From an optimization exercise on the open Yosys and OpenROAD flow, aimed at small area, a short achievable clock period and few clock cycles per item; shortcuts taken in it are not production practice. Function was checked by simulation only, so behaviour that the tests miss may differ from the original. No activity file was given, so power comes from the tool's default toggle rates.

## flow/flow/run.sh

```bash
#!/bin/bash
# The standard layout (the standard.sh, unchanged synthesis and steps),
# with the port buffers made from buf_2 cells instead of the resizer's
# default pick, a slow delay buffer. Every port still gets its buffer.
set -o pipefail
export BUFFER_PORTS_ARGS="-buffer_cell sky130_fd_sc_hd__buf_2"
bash standard.sh > standard.log 2>&1
```

## flow/config.mk

```make
export PLATFORM = sky130hd
export DESIGN_NAME = act_stream_unit
export DESIGN_NICKNAME = act_stream_unit
export VERILOG_FILES = /design/flow/design.v
export SDC_FILE = /design/flow/constraint.sdc
export NUM_CORES = 4
export LEC_CHECK = 0
export ABC_AREA = 1
export CAP_MARGIN = 20
export CORE_MARGIN = 2
export CORE_UTILIZATION = 46
export CTS_CLUSTER_DIAMETER = 100
export CTS_CLUSTER_SIZE = 20
export PLACE_DENSITY = 0.7
export SETUP_SLACK_MARGIN = 4.0
export SLEW_MARGIN = 20
export TNS_END_PERCENT = 10
```

## flow/design.v

```verilog
package act_pkg;
  localparam int LANE_W = 32;
  typedef enum logic [1:0] {
    ACT_BYPASS = 2'b00,
    ACT_RELU   = 2'b01,
    ACT_LEAKY  = 2'b10,
    ACT_CLIP   = 2'b11
  } act_mode_e;
  function automatic logic is_zero(input logic [LANE_W-1:0] x);
    is_zero = (x[LANE_W-2:0] == '0);
  endfunction
endpackage
module act_lane
#(
  parameter int SHW = 5
) (
  input  logic [act_pkg::LANE_W-1:0] x,
  input  logic [act_pkg::LANE_W-1:0] q,
  input  logic                       hold,
  input  logic [1:0]                 mode,
  input  logic [SHW-1:0]             shift,
  input  logic [act_pkg::LANE_W-2:0] himask,
  input  logic [act_pkg::LANE_W-1:0] clip,
  input  logic                       clip_zero,
  output logic [act_pkg::LANE_W-1:0] d,
  output logic                       zero
);
  localparam int MW = act_pkg::LANE_W - 1;
  logic           s;
  logic [MW-1:0]  m;
  logic [SHW-1:0] shl;
  logic [MW-1:0]  u;
  logic           m_nz, t_nz, gt, leaky_neg, kill, csel, pass, sgn;
  logic           sel_lo, sel_hi, sel_c;
  assign s         = x[MW];
  assign m         = x[MW-1:0];
  assign m_nz      = |m;
  assign t_nz      = |(m & himask);
  assign leaky_neg = (mode == act_pkg::ACT_LEAKY) && s;
  assign kill      = s && (mode == act_pkg::ACT_RELU || mode == act_pkg::ACT_CLIP);
  logic [31:0] g0, e0;
  logic [15:0] g1, e1;
  logic [7:0]  g2, e2;
  logic [3:0]  g3, e3;
  logic [1:0]  g4, e4;
  always_comb begin
    for (int i = 0; i < 32; i++) begin
      if (i < MW) begin g0[i] = m[i] & ~clip[i]; e0[i] = m[i] | ~clip[i]; end
      else        begin g0[i] = 1'b0;            e0[i] = 1'b1;            end
    end
    for (int i = 0; i < 16; i++) begin
      g1[i] = g0[2*i+1] | (e0[2*i+1] & g0[2*i]);
      e1[i] = g0[2*i+1] | (e0[2*i+1] & e0[2*i]);
    end
    for (int i = 0; i < 8; i++) begin
      g2[i] = g1[2*i+1] | (e1[2*i+1] & g1[2*i]);
      e2[i] = g1[2*i+1] | (e1[2*i+1] & e1[2*i]);
    end
    for (int i = 0; i < 4; i++) begin
      g3[i] = g2[2*i+1] | (e2[2*i+1] & g2[2*i]);
      e3[i] = g2[2*i+1] | (e2[2*i+1] & e2[2*i]);
    end
    for (int i = 0; i < 2; i++) begin
      g4[i] = g3[2*i+1] | (e3[2*i+1] & g3[2*i]);
      e4[i] = g3[2*i+1] | (e3[2*i+1] & e3[2*i]);
    end
  end
  assign gt        = g4[1] | (e4[1] & g4[0]);
  assign csel      = (mode == act_pkg::ACT_CLIP) && !s && gt;
  assign pass   = !kill && !csel;
  assign shl    = leaky_neg ? shift : '0;
  assign u      = m >> shl[SHW-2:0];
  assign sel_lo = !hold && pass && !shl[SHW-1];
  assign sel_hi = !hold && pass && shl[SHW-1];
  assign sel_c  = !hold && csel;
  always_comb begin
    case (mode)
      act_pkg::ACT_BYPASS: sgn = s;
      act_pkg::ACT_RELU:   sgn = 1'b0;
      act_pkg::ACT_LEAKY:  sgn = s && t_nz;
      default:             sgn = csel && clip[MW];
    endcase
    case (mode)
      act_pkg::ACT_BYPASS: zero = !m_nz;
      act_pkg::ACT_RELU:   zero = s || !m_nz;
      act_pkg::ACT_LEAKY:  zero = s ? !t_nz : !m_nz;
      default:             zero = s || !m_nz || clip_zero;
    endcase
  end
  assign d[MW] = (q[MW] & hold) | (sgn & !hold);
  for (genvar i = 0; i < MW; i++) begin : g_bit
    if (i + 16 < MW) begin : g_two
      assign d[i] = (q[i] & hold) | (u[i] & sel_lo) | (u[i+16] & sel_hi) | (clip[i] & sel_c);
    end else begin : g_one
      assign d[i] = (q[i] & hold) | (u[i] & sel_lo) | (clip[i] & sel_c);
    end
  end
endmodule
module act_stream_unit
#(
  parameter int LANES = 6,
  parameter int BEATS = 6,
  parameter int SHW   = 5,
  localparam int ZCW  = $clog2(LANES*BEATS+1),
  localparam int CW   = $clog2(BEATS),
  localparam int PCW  = $clog2(LANES+1)
) (
  input  logic                    clk,
  input  logic                    rst_n,
  input  logic [1:0]              mode_i,
  input  logic [SHW-1:0]          shift_i,
  input  logic [act_pkg::LANE_W-1:0]       clip_i,
  input  logic                    in_valid,
  output logic                    in_ready,
  input  logic [LANES*act_pkg::LANE_W-1:0] in_data,
  output logic                    out_valid,
  input  logic                    out_ready,
  output logic [LANES*act_pkg::LANE_W-1:0] out_data,
  output logic                    out_last,
  output logic [ZCW-1:0]          out_zero_cnt
);
  localparam int W  = act_pkg::LANE_W;
  localparam logic [CW-1:0] LAST_BEAT = CW'(BEATS-1);
  logic [CW-1:0]  beat_cnt;      
  logic           first_q;       
  logic           v_q;
  logic [1:0]     mode_q;
  logic [SHW-1:0] shift_q;
  logic [W-1:0]   clip_q;
  logic [LANES*W-1:0] y_q;
  logic               last_q;
  logic [PCW-1:0]     pop_q;
  logic [ZCW-1:0]     zprev_q;
  logic               accept, hold;
  logic [1:0]         mode_e;
  logic [SHW-1:0]     shift_e;
  logic [W-1:0]       clip_e;
  logic [W-2:0]       himask;
  logic               clip_zero;
  logic [LANES*W-1:0] y_d;
  logic [LANES-1:0]   zero_d;
  logic [PCW-1:0]     pop_d;
  assign in_ready  = !v_q || out_ready;
  assign hold      = !in_ready;
  assign accept    = in_valid && in_ready;
  assign out_valid = v_q;
  assign out_last  = last_q;
  assign out_data  = y_q;
  logic [2:0] zg, zp;
  logic [5:0] zc;
  assign zg = zprev_q[2:0] & pop_q;
  assign zp = zprev_q[2:0] ^ pop_q;
  assign zc[0] = 1'b0;
  assign zc[1] = zg[0];
  assign zc[2] = zg[1] | (zp[1] & zg[0]);
  assign zc[3] = zg[2] | (zp[2] & zg[1]) | (zp[2] & zp[1] & zg[0]);
  assign zc[4] = zprev_q[3] & zc[3];
  assign zc[5] = zprev_q[4] & zprev_q[3] & zc[3];
  assign out_zero_cnt = {zprev_q[5:3], zp} ^ zc;
  assign mode_e    = first_q ? mode_i  : mode_q;
  assign shift_e   = first_q ? shift_i : shift_q;
  assign clip_e    = first_q ? clip_i  : clip_q;
  assign clip_zero = (clip_e[W-2:0] == '0);
  for (genvar i = 0; i < W-1; i++) begin : g_mask
    assign himask[i] = (i >= shift_e);
  end
  for (genvar g = 0; g < LANES; g++) begin : g_lane
    act_lane #(.SHW(SHW)) u_lane (
      .x         (in_data[g*W +: W]),
      .q         (y_q[g*W +: W]),
      .hold      (hold),
      .mode      (mode_e),
      .shift     (shift_e),
      .himask    (himask),
      .clip      (clip_e),
      .clip_zero (clip_zero),
      .d         (y_d[g*W +: W]),
      .zero      (zero_d[g])
    );
  end
  logic [2:0] po, pa;
  logic       ge1, ge2, ge3, ge4, ge5, ge6;
  for (genvar k = 0; k < 3; k++) begin : g_pair
    assign po[k] = zero_d[2*k] | zero_d[2*k+1];
    assign pa[k] = zero_d[2*k] & zero_d[2*k+1];
  end
  assign ge1 = po[0] | po[1] | po[2];
  assign ge2 = pa[0] | pa[1] | pa[2] | (po[0] & po[1]) | (po[0] & po[2]) | (po[1] & po[2]);
  assign ge3 = (pa[0] & (po[1] | po[2])) | (pa[1] & (po[0] | po[2])) | (pa[2] & (po[0] | po[1]))
             | (po[0] & po[1] & po[2]);
  assign ge4 = (pa[0] & pa[1]) | (pa[0] & pa[2]) | (pa[1] & pa[2])
             | (pa[0] & po[1] & po[2]) | (pa[1] & po[0] & po[2]) | (pa[2] & po[0] & po[1]);
  assign ge5 = (pa[0] & pa[1] & po[2]) | (pa[0] & pa[2] & po[1]) | (pa[1] & pa[2] & po[0]);
  assign ge6 = pa[0] & pa[1] & pa[2];
  assign pop_d = {ge4, (ge2 & !ge4) | ge6, (ge1 & !ge2) | (ge3 & !ge4) | (ge5 & !ge6)};
  always_ff @(posedge clk or negedge rst_n) begin
    if (!rst_n) begin
      beat_cnt <= '0;
      first_q  <= 1'b1;
      v_q      <= 1'b0;
    end else begin
      if (in_ready) v_q <= in_valid;
      if (accept) begin
        beat_cnt <= (beat_cnt == LAST_BEAT) ? '0 : beat_cnt + 1'b1;
        first_q  <= (beat_cnt == LAST_BEAT);
      end
    end
  end
  always_ff @(posedge clk) begin
    y_q <= y_d;
    if (accept) begin
      last_q  <= (beat_cnt == LAST_BEAT);
      pop_q   <= pop_d;
      zprev_q <= first_q ? '0 : out_zero_cnt;
      if (first_q) begin
        mode_q  <= mode_i;
        shift_q <= shift_i;
        clip_q  <= clip_i;
      end
    end
  end
endmodule
```

## flow/constraint.sdc

```tcl
create_clock -name core_clock -period 7.5 [get_ports {clk}]
set_input_delay 1.5000 -clock core_clock [delete_from_list [all_inputs] [get_ports {clk}]]
set_output_delay 1.5000 -clock core_clock [all_outputs]
set_load 0.01 [all_outputs]
```

## flow/standard.sh

```bash
#!/bin/bash
# synth_recipe.tcl (not shown) runs the flow's synth.tcl, then flattens the netlist and writes it again
# the make line also repeats each setting of config.mk as NAME=value (left out here)
make -C /OpenROAD-flow-scripts/flow DESIGN_CONFIG=/design/flow/config.mk WORK_HOME=/design/flow/orfs CLKGATE_MAP_FILE= SYNTH_SCRIPT=/design/flow/synth_recipe.tcl "${@:-finish}"
```

==> results of run 1 <==
==> per-stage QoR <==
step	hold WS [ns]	power, µW	util (%)	setup slack (ns)
2_1_floorplan	0.481	6360	-	3.83
3_3_place_gp	0.452	8880	50.6	2.54
3_5_place_dp	0.450	8900	50.6	2.41
4_1_cts	0.479	10500	54.4	3.92
5_1_grt	0.497	12100	57.5	3.83
6_report	0.473	11700	57.5	3.88
==> power groups by stage <==
stage               clock network [µW]  registers [µW]  logic, µW
floorplan                            0            2490       3880
global placement                     0            2320       6560
detailed placement                   0            2320       6580
CTS                               1070            2300       7180
global route                      1110            2360       8620
finish                            1060            2320       8270
==> cell usage in the layout, fill, tap and decap left out, types with 13 or more instances in the layout <==
| master | count |
|---|---|
| nand3_1 | 231 |
| dfxtp_1 | 186 |
| clkinvlp_4 | 30 |
| buf_12 | 41 |
| a21oi_1 | 55 |
| o211ai_1 | 32 |
| edfxtp_1 | 55 |
| nand2_2 | 35 |
| o21a_1 | 35 |
| diode_2 | 23 |
| o31ai_1 | 13 |
| nor2_4 | 49 |
| buf_4 | 157 |
| nor2_1 | 268 |
| clkbuf_16 | 25 |
| a31oi_1 | 50 |
| nor3_1 | 36 |
| buf_2 | 431 |
| o21ai_0 | 447 |
| o21ai_1 | 131 |
| inv_1 | 338 |
| nor4_1 | 32 |
| nand2_4 | 41 |
| nor2_2 | 22 |
| buf_6 | 19 |
| nand4_1 | 124 |
| nand3b_1 | 75 |
| o22ai_1 | 35 |
| inv_2 | 17 |
| mux2i_1 | 57 |
| nand2_1 | 1792 |
==> sequential cells by signal, indices dropped and copies added, names as in the netlist, named ones only <==
register / count
shift_q: 5
pop_q: 3
zprev_q: 6
mode_q: 2
y_q: 186
first_q: 1
beat_cnt: 3
last_q: 1
v_q: 1
clip_q: 32
==> cell families (layout without fill, tap and decap cells) <==
kind of cell,after synthesis,count (layout),share of synthesized area [%]
simple gates,2736,2746,45.9
buf+inv,651,1098,10.8
compound gates,869,869,19.2
xor+xnor,1,1,0.0343
other cells,0,23,0
fa+ha+maj,5,5,0.275
flops,246,246,21.6
mux,57,57,2.24
==> area by class of cell <==
class                      count  area (µm²)  area share [%]
sequential                   246        5500            17.4
tap                          748         936            2.96
antenna                       23        57.6           0.182
timing repair buffer         657        4590            14.5
clock inverter                 5        58.8           0.186
timing repair inverter        15         105           0.332
multi-input combinational   3678       18200            57.4
inverter                     396        1700            5.37
clock buffer                  25         519            1.64
==> worst paths after layout <==
kind                                startpoint                  end  slack, ns  cells past startpoint
max                                  mode_i[0]   pop_q[1]$_DFFE_PP_       3.88                     15
min                           y_q[147]$_DFF_P_     y_q[147]$_DFF_P_       0.47                      2
max reg2reg                first_q$_DFFE_PN1P_   pop_q[1]$_DFFE_PP_       3.96                     23
min reg2reg                   y_q[147]$_DFF_P_     y_q[147]$_DFF_P_       0.47                      2
max in group asynchronous                rst_n  first_q$_DFFE_PN1P_       6.54                      1
min in group asynchronous                rst_n      v_q$_DFFE_PN0N_       0.73                      1
==> layer usage <==
layer,track usage [%],wire length [µm],vias up
met1,57.5,50800,15800
met4,29.4,10800,20
met2,64.6,56300,2672
met3,12.7,20300,671
met5,1.99,205,-
li1,-,-,15900
==> worst min-delay path, cell delays in order, from the launching register on <==
cell     delay [ns]
dfxtp_1        0.33
nand2_1        0.05
nand3_1        0.06
==> repair_timing <==
action / in CTS / in global routing
pin swaps: 30 / 48
setup endpoints to repair: 197 / 198
resized for setup: 170 / 195
buffers inserted: 73 / 87
cloned: 14 / 18
==> metrics.csv, run 1 <==
metric;value;unit
path_class;in2reg;
clk_pin_slew_worst_paths;0.08;ns
hold_viol;0;
clockBufferDepth;3;
cts_root_buf;clkbuf_16;
hpwl;92400;µm
slowest_stage;clkinv_1;
drv_slew;0;
fin_nets;5252;
internal_power;5130;µW
synth_top_area_share;27.1;%
clkPwrFrac;9.1;%
yosys.area.top_type;nand2_1;
power_density;368;mW/mm²
coreArea;0.0550;mm²
num_rows;86;
synthTopCellsByArea;nand2_1, dfxtp_1, o21ai_0, edfxtp_1, inv_1;
die_area;0.0573;mm²
slowest_delay;0.48;ns
start_util;46.4;%
first_iter_violations;5157;
arrival;3.94;ns
final.setup.tns;0;ns
cts.sinks;246;
ios;436;
skew;0.0216;ns
gr-total-overflow;0;
wl;138000;µm
stdcell_count;5793;
max_freq;0.276;GHz
worstMarginPinSlew;0.846;ns
antenna_left;0;
final_design_area_no_fill;0.0316;mm²
synth_seq_cells;246;
synth_cell_type_count;55;
crit_chain;buf_2 -> nand2_1 -> nand2_4 -> nor2_1 -> clkinv_1 -> nor2_1 -> nor2_1 -> nand2_2 -> nand2_4 -> nand2_2 -> nor2_1 -> nor2_2 -> nor2_4 -> nand2_1 -> nand2_1;
synth_flop_cell;dfxtp_1;
syn_area;0.0255;mm²
netlist_instances;4565;
status;timing/DRC/antenna clean;
grtUsageTotal;44.6;%
crit_path_start_kind;input port;
antenna_found_initial;26;
crit_family;simple AND/OR/NAND/NOR gates;
pwr-share-seq;19.9;%
crit_top_cell;nor2_1;
synth_nets;4805;
grt_pass1_vias;30000;
clk_latency;0.57;ns
dp.cells;5548;
htreeDepth;1;
drt_pass1_iterations;8;
nFillCells;5601;
vias;35100;
die_x;239;µm
drive_gt1_share;19.3;%
gp_congestion;1.08;
rsz0062_at_grt;true;
p_comb_share;71.0;%
p_sw;6520;µW
drc;0;
port_buffers;435;
numCtsBuffers;18;
period_share;48.3;%
end_kind;register;
dieHeight;239;µm
crit_buf_inv;2;
synthTopCellsByCount;nand2_1, o21ai_0, inv_1;
setup_viol;0;
synth_edf_count;55;
placed_area;0.0278;mm²
synth_most_common_cell;nand2_1;
avgSynthCellArea;5.59;µm²
yosysWarnings;2;
switching_share;56.0;%
irDropWorstVdd;0.000219;V
viasPerCell;6.07;
cts_tree;done;
period_minus_slack;3.62;ns
required;7.82;ns
areaGrowthSynthToFinish;24.0;%
wl_per_cell;23.9;µm
synth.yosys.seq_area_share;21.6;%
worstPathMaxFanout;9;
drv_cap;0;
grt_pass1_wl;189000;µm
synthArstFlopShare;2.03;%
grt_max_degree;74;
worst_slew_margin_rel;43.6;%
hold_path.class;reg2reg;
cts-hold-fix-buffers;0;
leakage;0.0159;µW
Testbench counts, summed over its fixed seeds: cycles 4,808, beats 4,800.
==> inputs of run 2 (changes only) <==
--- a/flow/config.mk
+++ b/flow/config.mk
@@ -8,10 +8,10 @@
 export ABC_AREA = 1
 export CAP_MARGIN = 20
 export CORE_MARGIN = 2
-export CORE_UTILIZATION = 46
+export CORE_UTILIZATION = 44
 export CTS_CLUSTER_DIAMETER = 100
 export CTS_CLUSTER_SIZE = 20
 export PLACE_DENSITY = 0.7
-export SETUP_SLACK_MARGIN = 4.0
+export SETUP_SLACK_MARGIN = 3.9
 export SLEW_MARGIN = 20
 export TNS_END_PERCENT = 10
==> run 2 against run 1 <==
Compared with the run above:
- still clean
- setup slack worse by 0.077 ns
- cell count hardly changed
- critical path depth decreased by 1
- critical path type unchanged
- highest routed layer unchanged
==> metrics.csv, run 2 <==
metric;value;unit;change
drc;0;;unchanged
grtUsageTotal;42.3;%;-2.3 points
drive_gt1_share;18.7;%;-0.56 points
drv_slew;0;;unchanged
hold_path.class;reg2reg;;
synth_cell_type_count;55;;unchanged
cts.sinks;246;;unchanged
holdWs;0.472;ns;-0.00127 ns
port_buffers;435;;unchanged
wl;137000;µm;-0.91%
first_iter_violations;5370;;+4.1%
period_minus_slack;3.70;ns;+0.0772 ns
syn_area;0.0255;mm²;unchanged
synthTopCellsByArea;nand2_1, dfxtp_1, o21ai_0, edfxtp_1, inv_1;;
final_cell_mix;nand2_1, o21ai_0, buf_2;;
power_density;367;mW/mm²;-0.27%
netlist_instances;4565;;unchanged
crit_path_start_kind;input port;;
required;8.01;ns;+0.19 ns
synth_seq_cells;246;;unchanged
end_kind;register;;
avgSynthCellArea;5.59;µm²;unchanged
synthArstFlopShare;2.03;%;unchanged
period_share;49.3;%;+1.0 points
hpwl;93700;µm;+1.4%
status;timing/DRC/antenna clean;;
largest-register;y_q;;
hold_viol;0;;unchanged
fin_nets;5232;;-0.38%
synth.yosys.seq_area_share;21.6;%;unchanged
die_area;0.0599;mm²;+4.5%
drv_cap;0;;unchanged
arrival;4.21;ns;+0.27 ns
r2r_slack;3.94;ns;-0.02 ns
cts_root_buf;clkbuf_16;;
clk_latency;0.57;ns;about the same
worstPathMaxFanout;30;;+21
numCtsBuffers;18;;unchanged
start_util;44.4;%;-2.0 points
skew;0.0214;ns;-0.000211 ns
wl_per_cell;23.6;µm;-1.0%
layout_commonest_cell;nand2_1;;
synth_edf_count;55;;unchanged
largest_reg_flops;186;;unchanged
antenna_left;0;;unchanged
htreeDepth;1;;unchanged
max_freq;0.270;GHz;-2.1%
nFillCells;6017;;+7.4%
grt_pass1_vias;30000;;+0.073%
synth_top_area_share;27.1;%;unchanged
ios;436;;unchanged
grt_pass1_wl;189000;µm;about the same
irDropWorstVdd;0.000188;V;-14%
top_regs;y_q x186, clip_q x32, zprev_q x6;;
yosysWarnings;2;;unchanged
rsz0062_at_grt;true;;
clockBufferDepth;3;;unchanged
synthTopCellsByCount;nand2_1, o21ai_0, inv_1;;
vias;35000;;-0.38%
synth_most_common_cell;nand2_1;;
clk_pin_slew_worst_paths;0.08;ns;about the same
final.setup.tns;0;ns;unchanged
path_class;in2reg;;
yosys.area.top_type;nand2_1;;
coreArea;0.0575;mm²;+4.5%
leakage;0.0157;µW;-1.3%
gp_congestion;1.07;;-1.0%
dieHeight;245;µm;+2.2%
dp.cells;5565;;+0.31%
cts-hold-fix-buffers;0;;unchanged
stdcell_count;5798;;+0.086%
synth_nets;4805;;unchanged
grt_max_degree;73;;-1.4%
num_rows;88;;+2.3%
areaGrowthSynthToFinish;22.5;%;
die_x;245;µm;+2.2%
setup_viol;0;;unchanged
gr-total-overflow;0;;unchanged
drt_pass1_iterations;10;;+2
worst_slew_margin_rel;42.7;%;-0.90 points
worstMarginPinSlew;0.856;ns;+0.0102 ns
antenna_found_initial;38;;+46%
cts_tree;done;;
synth_flop_cell;dfxtp_1;;
viasPerCell;6.04;;-0.47%
[run 2: final cells by class]
type | instances | area, µm² | area share [%]
clock buffers | 24 | 515 | 1.65
repair inverters | 10 | 72.6 | 0.232
flip-flops and latches | 246 | 5500 | 17.6
inverters | 396 | 1670 | 5.35
diodes | 33 | 82.6 | 0.264
clock inverters | 4 | 60.1 | 0.192
repair buffers | 642 | 4310 | 13.8
well taps | 765 | 957 | 3.06
multi-input cells | 3678 | 18100 | 57.8
[run 2: timing repair]
| item | 4_1_cts | 5_1_grt |
|---|---|---|
| gates cloned | 13 | 10 |
| endpoints found under the setup margin | 197 | 196 |
| pin swaps | 30 | 28 |
| setup buffers | 64 | 85 |
| resized for setup | 127 | 153 |
[run 2: worst paths after layout]
check / startpoint / endpoint / depth (start not counted)
max: mode_i[0] / y_q[179]$_DFF_P_ / 14
max reg2reg: first_q$_DFFE_PN1P_ / y_q[179]$_DFF_P_ / 15
min in group asynchronous: rst_n / v_q$_DFFE_PN0N_ / 1
max in group asynchronous: rst_n / first_q$_DFFE_PN1P_ / 1
min reg2reg: y_q[111]$_DFF_P_ / y_q[111]$_DFF_P_ / 2
min: y_q[111]$_DFF_P_ / y_q[111]$_DFF_P_ / 2
[run 2: logic make-up after synthesis]
| group | share of synthesized area [%] |
|---|---|
| and+or+nand+nor | 45.9 |
| xor gates and xnor gates | 0.0343 |
| AOI/OAI and AO/OA | 19.2 |
| muxes | 2.24 |
| adders and majority gates | 0.275 |
| buffers and inverters | 10.8 |
| DFF | 21.6 |
[run 2: critical path, cell delays in order]
cell	delay, ns
buf_2	0.11
nand2_1	0.22
nand3_4	0.28
nor2_2	0.24
inv_2	0.09
nor2_1	0.17
buf_6	0.28
clkinvlp_4	0.13
buf_4	0.19
o21ai_0	0.31
o21ai_0	0.17
o21ai_1	0.29
nand2_1	0.12
nand3_1	0.07
[run 2: where the power goes]
part,internal [µW],switching [µW],total [µW]
clock,502,570,1070
sequential,1970,359,2330
combinational,2580,5510,8080
[run 2: per-stage QoR]
step | instance area [µm²] | setup slack [ns] | util [%] | total power [µW]
global route | 31200 | 3.75 | 54.3 | 11900
finish | 31300 | 3.80 | 54.4 | 11500
detailed placement | 27800 | 2.30 | 48.4 | 8930
global placement | 27800 | 2.11 | 48.4 | 8890
CTS | 29700 | 3.80 | 51.7 | 10500
floorplan | 25500 | 3.83 | - | 6360
[run 2: metal layers]
layer / up-vias / GRT usage [%] / share of wire, %
met3: 649 / 11.2 / 15
met2: 2706 / 62.4 / 41
li1: 15900 / - / -
met4: 22 / 28.9 / 8.3
met5: - / 0 / 0.10
met1: 15700 / 53.9 / 36
==> inputs of run 3 (changes only) <==
==> flow/flow/run.sh (replaced) <==
#!/bin/bash
# The standard layout (the standard.sh, its synthesis script and steps)
# with two changes:
#  - the port buffers are buf_2 cells instead of the resizer's default pick,
#    a slow delay buffer. Every port still gets its buffer;
#  - the library's "_0" drive-strength cells are kept out of mapping and
#    repair (added to DONT_USE_CELLS; the platform's own list is appended by
#    its config). Each has an "_1" twin of the same area with more drive.
set -o pipefail
export BUFFER_PORTS_ARGS="-buffer_cell sky130_fd_sc_hd__buf_2"
export DONT_USE_CELLS="sky130_fd_sc_hd__a2111oi_0 sky130_fd_sc_hd__a21boi_0 sky130_fd_sc_hd__and2_0 sky130_fd_sc_hd__einvn_0 sky130_fd_sc_hd__o21ai_0 sky130_fd_sc_hd__o311ai_0 sky130_fd_sc_hd__or2_0"
bash standard.sh > standard.log 2>&1
--- a/flow/config.mk
+++ b/flow/config.mk
@@ -8,10 +8,9 @@
 export ABC_AREA = 1
 export CAP_MARGIN = 20
 export CORE_MARGIN = 2
-export CORE_UTILIZATION = 44
+export CORE_UTILIZATION = 42
 export CTS_CLUSTER_DIAMETER = 100
 export CTS_CLUSTER_SIZE = 20
-export PLACE_DENSITY = 0.7
-export SETUP_SLACK_MARGIN = 3.9
+export SETUP_SLACK_MARGIN = 4.0
 export SLEW_MARGIN = 20
 export TNS_END_PERCENT = 10
==> run 3 against run 2 <==
Compared with the run above:
- count of clock-buffer cells in the layout is the same
- routed wire length grew 0.95%
- still clean on timing, DRC and antenna
- critical path type unchanged
- critical endpoint is now pop_q[0]$_DFFE_PP_
- die area grew 4.7%
- synthesized cell count is the same
- cell area grew 2.0%
- fmax grew 0.70%
==> metrics.csv, run 3 <==
metric;value;unit;change
max_freq;0.272;GHz;+0.70%
period_minus_slack;3.68;ns;-0.0258 ns
antenna_found_initial;36;;-5.3%
drv_cap;0;;unchanged
cts_root_buf;clkbuf_16;;
antenna_left;0;;unchanged
worstMarginPinSlew;0.875;ns;+0.0183 ns
num_rows;90;;+2.3%
pwr-share-seq;19.8;%;-0.5 points
top_regs;y_q x186, clip_q x32, zprev_q x6;;
grt_pass1_vias;29600;;-1.4%
grtUsageTotal;41.2;%;-1.1 points
hold_viol;0;;unchanged
port_buffers;435;;unchanged
viasPerCell;5.89;;-2.5%
drt_pass1_iterations;9;;-1
cts.sinks;246;;unchanged
gp_congestion;1.02;;-4.7%
dieHeight;250;µm;+2.3%
worst_slew_margin_rel;41.6;%;-1.1 points
irDropWorstVdd;0.000165;V;-12%
areaGrowthSynthToFinish;25.0;%;
vias;34400;;-1.8%
syn_area;0.0255;mm²;unchanged
synth_edf_count;55;;unchanged
first_iter_violations;5150;;-4.1%
cts-hold-fix-buffers;0;;unchanged
p_sw;6480;µW;+0.77%
clockBufferDepth;3;;unchanged
cts_tree;done;;
p_comb_share;71.5;%;+1.1 points
period_share;49.0;%;-0.34 points
die_area;0.0627;mm²;+4.7%
crit_path_start_kind;input port;;
grt_pass1_wl;192000;µm;+1.4%
power_density;366;mW/mm²;-0.40%
crit_buf_inv;5;;unchanged
final_cell_mix;nand2_1, o21ai_0, buf_2;;
path_class;in2reg;;
htreeDepth;1;;unchanged
required;7.81;ns;-0.20 ns
crit_family;simple AND/OR/NAND/NOR gates;;
largest-register;y_q;;
numCtsBuffers;17;;-1
crit_top_cell;nand2_1;;
die_x;250;µm;+2.3%
synthArstFlopShare;2.03;%;unchanged
hold_path.class;reg2reg;;
netlist_instances;4565;;unchanged
synth.yosys.seq_area_share;21.6;%;unchanged
switching_share;55.6;%;-0.45 points
synth_seq_cells;246;;unchanged
hpwl;94500;µm;+0.85%
synth_most_common_cell;nand2_1;;
leakage;0.0159;µW;+1.7%
grt_max_degree;132;;+81%
nFillCells;6414;;+6.6%
coreArea;0.0602;mm²;+4.8%
preCtsSetupSlack;2.27;ns;-0.0349 ns
worstPathMaxFanout;5;;-83%
rsz0062_at_grt;true;;
synthTopCellsByCount;nand2_1, o21ai_0, inv_1;;
layout_commonest_cell;nand2_1;;
synthTopCellsByArea;nand2_1, dfxtp_1, o21ai_0, edfxtp_1, inv_1;;
synth_nets;4805;;unchanged
yosys.area.top_type;nand2_1;;
drc;0;;unchanged
synth_flop_cell;dfxtp_1;;
slowest_stage;nor2_4;;
fin_nets;5261;;+0.55%
skew;0.0235;ns;+0.00213 ns
avgSynthCellArea;5.59;µm²;unchanged
synth_cell_type_count;55;;unchanged
clkPwrFrac;8.8;%;-0.5 points
gr-total-overflow;0;;unchanged
slowest_delay;0.31;ns;about the same
largest_reg_flops;186;;unchanged
drv_slew;0;;unchanged
final.setup.tns;0;ns;unchanged
yosysWarnings;2;;unchanged
ios;436;;unchanged
setup_viol;0;;unchanged
arrival;3.99;ns;-0.22 ns
end_kind;register;;
status;timing/DRC/antenna clean;;
synth_top_area_share;27.1;%;unchanged
clk_pin_slew_worst_paths;0.09;ns;about the same
wl_per_cell;23.7;µm;+0.19%
holdWs;0.473;ns;+0.00183 ns
start_util;42.3;%;-2.0 points
clk_latency;0.55;ns;-0.02 ns
wl;138000;µm;+0.95%
internal_power;5180;µW;+2.6%
fin_ws;3.82;ns;+0.0258 ns
drive_gt1_share;19.6;%;+0.88 points
-- run 3: area by class of cell --
cell class	count	area, µm²	share of cell area (%)
clock inverters	4	37.5	0.118
clock buffers	24	504	1.58
repair inverters	14	100	0.314
inverters	396	1700	5.32
repair buffers	669	4810	15.1
well taps	782	978	3.07
flip-flops and latches	246	5500	17.3
diodes	30	75.1	0.236
multi-input cells	3677	18200	57.0
-- run 3: layer usage --
metal  share of wire [%]  vias up  track usage, %
li1                    -    16000               -
met1                  38    15600            54.6
met2                  41     2274            60.2
met3                  14      481            11.1
met4                 6.6       20            23.3
met5                0.12        -               0
-- run 3: worst paths after layout --
path	start	endpoint	slack (ns)	cells past startpoint
setup / recovery	shift_i[3]	pop_q[0]$_DFFE_PP_	3.82	26
hold / removal	y_q[152]$_DFF_P_	y_q[152]$_DFF_P_	0.47	2
setup reg to reg	first_q$_DFFE_PN1P_	pop_q[0]$_DFFE_PP_	3.92	26
hold reg to reg	y_q[152]$_DFF_P_	y_q[152]$_DFF_P_	0.47	2
max in group asynchronous	rst_n	first_q$_DFFE_PN1P_	6.52	1
min in group asynchronous	rst_n	beat_cnt[0]$_DFFE_PN0P_	0.76	1
-- run 3: metrics by stage --
step | instances | power, µW | utilization, % | cell area [µm²]
global route | 5834 | 12200 | 52.9 | 31900
CTS | 5723 | 10800 | 50.5 | 30400
finish | 5842 | 11700 | 52.9 | 31900
floorplan | 4565 | 6360 | - | 25500
global placement | 5584 | 8980 | 46.3 | 27900
detailed placement | 5584 | 9020 | 46.3 | 27900
-- run 3: logic make-up after synthesis --
| family | count (synthesis) | synth area share (%) |
|---|---|---|
| compound gates | 869 | 19.2 |
| xor+xnor | 1 | 0.0343 |
| fa+ha+maj | 5 | 0.275 |
| buf+inv | 651 | 10.8 |
| flops | 246 | 21.6 |
| mux | 57 | 2.24 |
| simple gates | 2736 | 45.9 |
-- run 3: power by group through the flow --
stage	clock network [µW]	logic (µW)	registers, µW
final	1020	8330	2310
after detailed placement	0	6700	2320
after global placement	0	6660	2330
after floorplan	0	3880	2490
after global routing	1070	8720	2360
after CTS	1030	7450	2300
-- run 3: what timing repair did --
| item | in CTS | in global routing |
|---|---|---|
| pin swaps | 44 | 40 |
| cloned | 20 | 9 |
| resized for setup | 189 | 166 |
| buffers inserted | 91 | 80 |
| endpoints found under the setup margin | 200 | 198 |
-- run 3: worst min-delay path: stages (launching register included) --
cell and delay, ns:
dfxtp_1 0.33, nand2_1 0.06, nand3_1 0.07

[what the ideal ports hide]
The results above use ideal ports. As a check the final layouts listed here were re-extracted and re-timed, cells and wires unchanged.
Step 1 sets driving cells, clkbuf_16 on the clock port and buf_2 on the other inputs (assumed; they add their load-dependent delay and slew).
Step 2 adds t to the input delays and takes it off the output delays; t is the mean of the earliest and latest rising clock arrival at the registers after step 1. Input paths then give back, and output paths get back, about the clock's delay inside the block.
Slacks: no drivers / after step 1 / after step 2; pairs: no drivers / after step 1.
run | t (ns) | slack for setup (ns) | worst hold slack (ns) | worst register clock-pin slew, ns | worst data-port slew with drivers (ns)
run 1 | 0.627 | 3.876 / 3.844 / 3.295 | 0.473 / 0.473 / 0.473 | 0.09 / 0.09 | 0.11
run 2 | 0.621 | 3.799 / 3.832 / 3.221 | 0.472 / 0.472 / 0.472 | 0.09 / 0.09 | 0.12
run 3 | 0.608 | 3.825 / 3.794 / 3.186 | 0.473 / 0.473 / 0.473 | 0.09 / 0.09 | 0.14
After both steps setup and hold are still met in every run listed. The setup slack of run 3, which loses most, moves by -0.031 ns with the drivers and by -0.639 ns with both steps.
